From an optimization exercise on the open Yosys and OpenROAD flow, aimed at small area, a short achievable clock period and few clock cycles per item; shortcuts taken in it are not production practice. Function was checked by simulation only, so behaviour that the tests miss may differ from the original. Power figures rest on the tool's default switching activity, not on a simulated workload.

run A:
// matrix_inverse_gj
module matrix_inverse_gj #(
    parameter int N    = 5,
    parameter int W    = 16,
    parameter int FRAC = 8
) (
    input  logic         clk,
    input  logic         reset,
    input  logic         in_valid,
    output logic         in_ready,
    input  logic [W-1:0] in_data,
    output logic         out_valid,
    input  logic         out_ready,
    output logic [W-1:0] out_data,
    output logic         out_last,
    output logic         busy,
    output logic         singular
);
For scale: about 700 flip-flops, roughly 41 I/O pins, ~0.036 mm² of cells after synthesis.
Settings: LEC_CHECK=0, ABC_AREA=1, CAP_MARGIN=20, CORE_MARGIN=2, CORE_UTILIZATION=40, CTS_CLUSTER_DIAMETER=80, CTS_CLUSTER_SIZE=20, PLACE_DENSITY=0.55, SLEW_MARGIN=20; clock period 20.0 ns.
standard.sh (not shown) runs the stock make flow with config.mk's settings and CLKGATE_MAP_FILE= SYNTH_SCRIPT=/design/flow/synth_recipe.tcl, a recipe that flattens the netlist after the stock synthesis.
==> flow/flow/run.sh <==
#!/bin/bash
set -euo pipefail
bash standard.sh 'BUFFER_PORTS_ARGS=-buffer_cell sky130_fd_sc_hd__buf_4' \
    SETUP_SLACK_MARGIN=14.9 finish > flow_make.log 2>&1
Testbench counts of run A, summed over its fixed seeds: cycles 10,166, matrices 64.
--- input diff run A..run B ---
--- a/flow/config.mk
+++ b/flow/config.mk
@@ -11,4 +11,2 @@
 export CORE_UTILIZATION = 40
-export CTS_CLUSTER_DIAMETER = 80
-export CTS_CLUSTER_SIZE = 20
 export PLACE_DENSITY = 0.55
==> run notes <==
Result for run B and run A: all clean. Run A → run B: total length of routed met2 wires saw an increase, cell area grew by 3.0%, routed wire length went up, final core utilization now sits higher, layout filler cell count shrank by 1.3%. The power of run B is higher than that of run A.
Input-level comparison between run C and run B:
--- a/flow/config.mk
+++ b/flow/config.mk
@@ -11,2 +11,4 @@
 export CORE_UTILIZATION = 40
+export CTS_CLUSTER_DIAMETER = 100
+export CTS_CLUSTER_SIZE = 25
 export PLACE_DENSITY = 0.55
## What came out
- Looking at routed wire length, run C sits about 1.3% lower than run B does.
- On largest driver fanout on the critical path: between run C and run B, it ends up lower for run C.
- Between run C and run B, amount of wire on met3 after detailed routing is lower for run C, run B comes in above that.
- The highest attainable clock frequency was comparable across run C and run B.
- Higher total number of vias goes to run B over run C.
- Cell area went down by a few percent going from run B to run C.
- Going from run B to run C, power went down; via count of the first global-routing pass shrank by about 2.5%.

* * *

== try-pepper ==
Another version of the RTL of matrix_inverse_gj (not shown whole).
Size in the first run: roughly 4300 cells after synthesis, roughly 730 flip-flops, about 41 I/O pins, about 0.039 mm² of cells after synthesis.
Settings: LEC_CHECK=0, CAP_MARGIN=20, CORE_MARGIN=2, CORE_UTILIZATION=40, PLACE_DENSITY=0.55, SLEW_MARGIN=20; clock period 20.0 ns.
==> flow/flow/run.sh <==
#!/bin/bash
set -euo pipefail
bash standard.sh 'BUFFER_PORTS_ARGS=-buffer_cell sky130_fd_sc_hd__buf_4' ${EXTRA_KNOBS:-} finish > flow_make.log 2>&1
Testbench counts of try-pepper, summed over its fixed seeds: cycles 10,565, matrices 64.
## Diff of input files: try-xenon against try-pepper
==> flow/run.sh (new file) <==
#!/bin/bash
# synth_recipe.tcl (not shown) runs the flow's synth.tcl, then flattens the netlist and writes it again
# the make line also repeats each setting of config.mk as NAME=value (left out here)
make -C /OpenROAD-flow-scripts/flow DESIGN_CONFIG=/design/flow/config.mk WORK_HOME=/design/flow/orfs CLKGATE_MAP_FILE= SYNTH_SCRIPT=/design/flow/synth_recipe.tcl finish
removed: flow/flow/run.sh
removed: flow/standard.sh
==> run notes <==
try-xenon ran to completion and came out clean on the timing, design-rule and antenna checks.
The achievable frequency on try-xenon is in line with that on try-pepper.
Comparing delay of the slowest cell on the worst path for try-pepper and try-xenon, the smaller number came from try-xenon.
Compared to try-pepper, the routing of try-xenon uses less wire.
Number of standard cells in the final layout excluding fillers of try-xenon is on par with try-pepper.
Input changes introduced in try-umber (baseline for comparison: try-xenon):
==> flow/flow/run.sh (new file) <==
#!/bin/bash
set -euo pipefail
bash standard.sh 'BUFFER_PORTS_ARGS=-buffer_cell sky130_fd_sc_hd__buf_4' \
    SETUP_SLACK_MARGIN=14.8 finish > flow_make.log 2>&1
==> flow/standard.sh (new file) <==
#!/bin/bash
# synth_recipe.tcl (not shown) runs the flow's synth.tcl, then flattens the netlist and writes it again
# the make line also repeats each setting of config.mk as NAME=value (left out here)
make -C /OpenROAD-flow-scripts/flow DESIGN_CONFIG=/design/flow/config.mk WORK_HOME=/design/flow/orfs CLKGATE_MAP_FILE= SYNTH_SCRIPT=/design/flow/synth_recipe.tcl "${@:-finish}"
removed: flow/run.sh
Notes after the runs:
try-umber reached the final stage; the timing, design-rule and antenna checks on its layout passed.
Clock tree cell share of total cell area delta for try-umber relative to try-xenon: 0.17 points lower
try-umber vs. try-xenon: total power essentially unchanged, design area increased by 0.39% relative to the old numbers, final period utilization saw a decrease, maximum number of pins on one net before global-route repair rose by about 4.7%, post-layout instance count excluding filler cells did not really move.
Setup slack delta for try-umber relative to try-xenon: 0.34 ns higher
Fmax: try-umber higher than try-xenon
Changes observed in try-umber relative to try-xenon: final core utilization saw an increase, delay of the slowest cell on the worst path went down by 0.11 ns.
Compared try-umber vs try-xenon, and largest fanout on the critical path is down in try-umber.

* * *

matrix_inverse_gj, a different RTL version from the one above (not shown whole).
Size in the first run: ~4700 cells after synthesis, roughly 710 flip-flops, ~38000 sq um of cells after synthesis.
clock: 20.0 ns
lec_check: 0
abc_area: 1
cap_margin: 20
core_margin: 2
core_utilization: 55
place_density: 0.7
slew_margin: 20
==> flow/flow/run.sh <==
#!/bin/bash
set -euo pipefail
bash standard.sh 'BUFFER_PORTS_ARGS=-buffer_cell sky130_fd_sc_hd__buf_4' \
    SETUP_SLACK_MARGIN=14.95 finish > flow_make.log 2>&1
The first run passed the timing, design-rule and antenna checks.
Testbench counts at the start, summed over its fixed seeds: cycles 10,166, matrices 64.
Edit:
==> flow/flow/run.sh (replaced) <==
#!/bin/bash
set -euo pipefail
bash standard.sh 'BUFFER_PORTS_ARGS=-buffer_cell sky130_fd_sc_hd__buf_4' \
    SETUP_SLACK_MARGIN=14.8 finish > flow_make.log 2>&1
Settings changed: CORE_UTILIZATION 55 to 40, PLACE_DENSITY 0.7 to 0.55.
The new run finished with timing, DRC and antenna clean.
Synthesized cell count does not change.
Global-route usage drops by 7.7 points.
Clock skew climbs by 0.018 ns.
Wire length climbs by 4.3%.

-- re-timing with driven ports --
In the flow no input, the clock included, has a driving cell. The finished layouts below were timed again as built, in two steps. Step 1: set_driving_cell puts a clkbuf_16 on clk and a buf_2 on each other input, an assumption about the parent block. Step 2, shift: input delay + t, output delay - t, t = (earliest + latest rising clock arrival at the registers) / 2. This alone moves slack from input paths to output paths. Slacks: ideal / step 1 / step 2; pairs: ideal / step 1.
run | t, ns | setup slack, ns | worst hold slack (ns)
run A | 0.673 | 14.920 / 14.859 / 14.460 | 0.311 / 0.311 / 0.311
run B | 0.685 | 14.921 / 14.860 / 14.376 | 0.298 / 0.298 / 0.298
run C | 0.660 | 14.936 / 14.872 / 14.390 | 0.319 / 0.318 / 0.318
try-pepper | 0.697 | 14.406 / 14.406 / 14.406 | 0.321 / 0.321 / 0.321
try-xenon | 0.703 | 14.412 / 14.344 / 14.228 | 0.298 / 0.298 / 0.298
try-umber | 0.700 | 14.752 / 14.685 / 14.667 | 0.306 / 0.306 / 0.306
the first run of note 3 | 0.692 | 14.774 / 14.702 / 14.415 | 0.306 / 0.306 / 0.306
the second run of note 3 | 0.685 | 14.804 / 14.737 / 14.243 | 0.320 / 0.320 / 0.320
After both steps setup and hold are still met in every run listed. For the second run of note 3, which loses most, drivers alone change the setup slack by -0.067 ns; drivers and shift together by -0.561 ns.
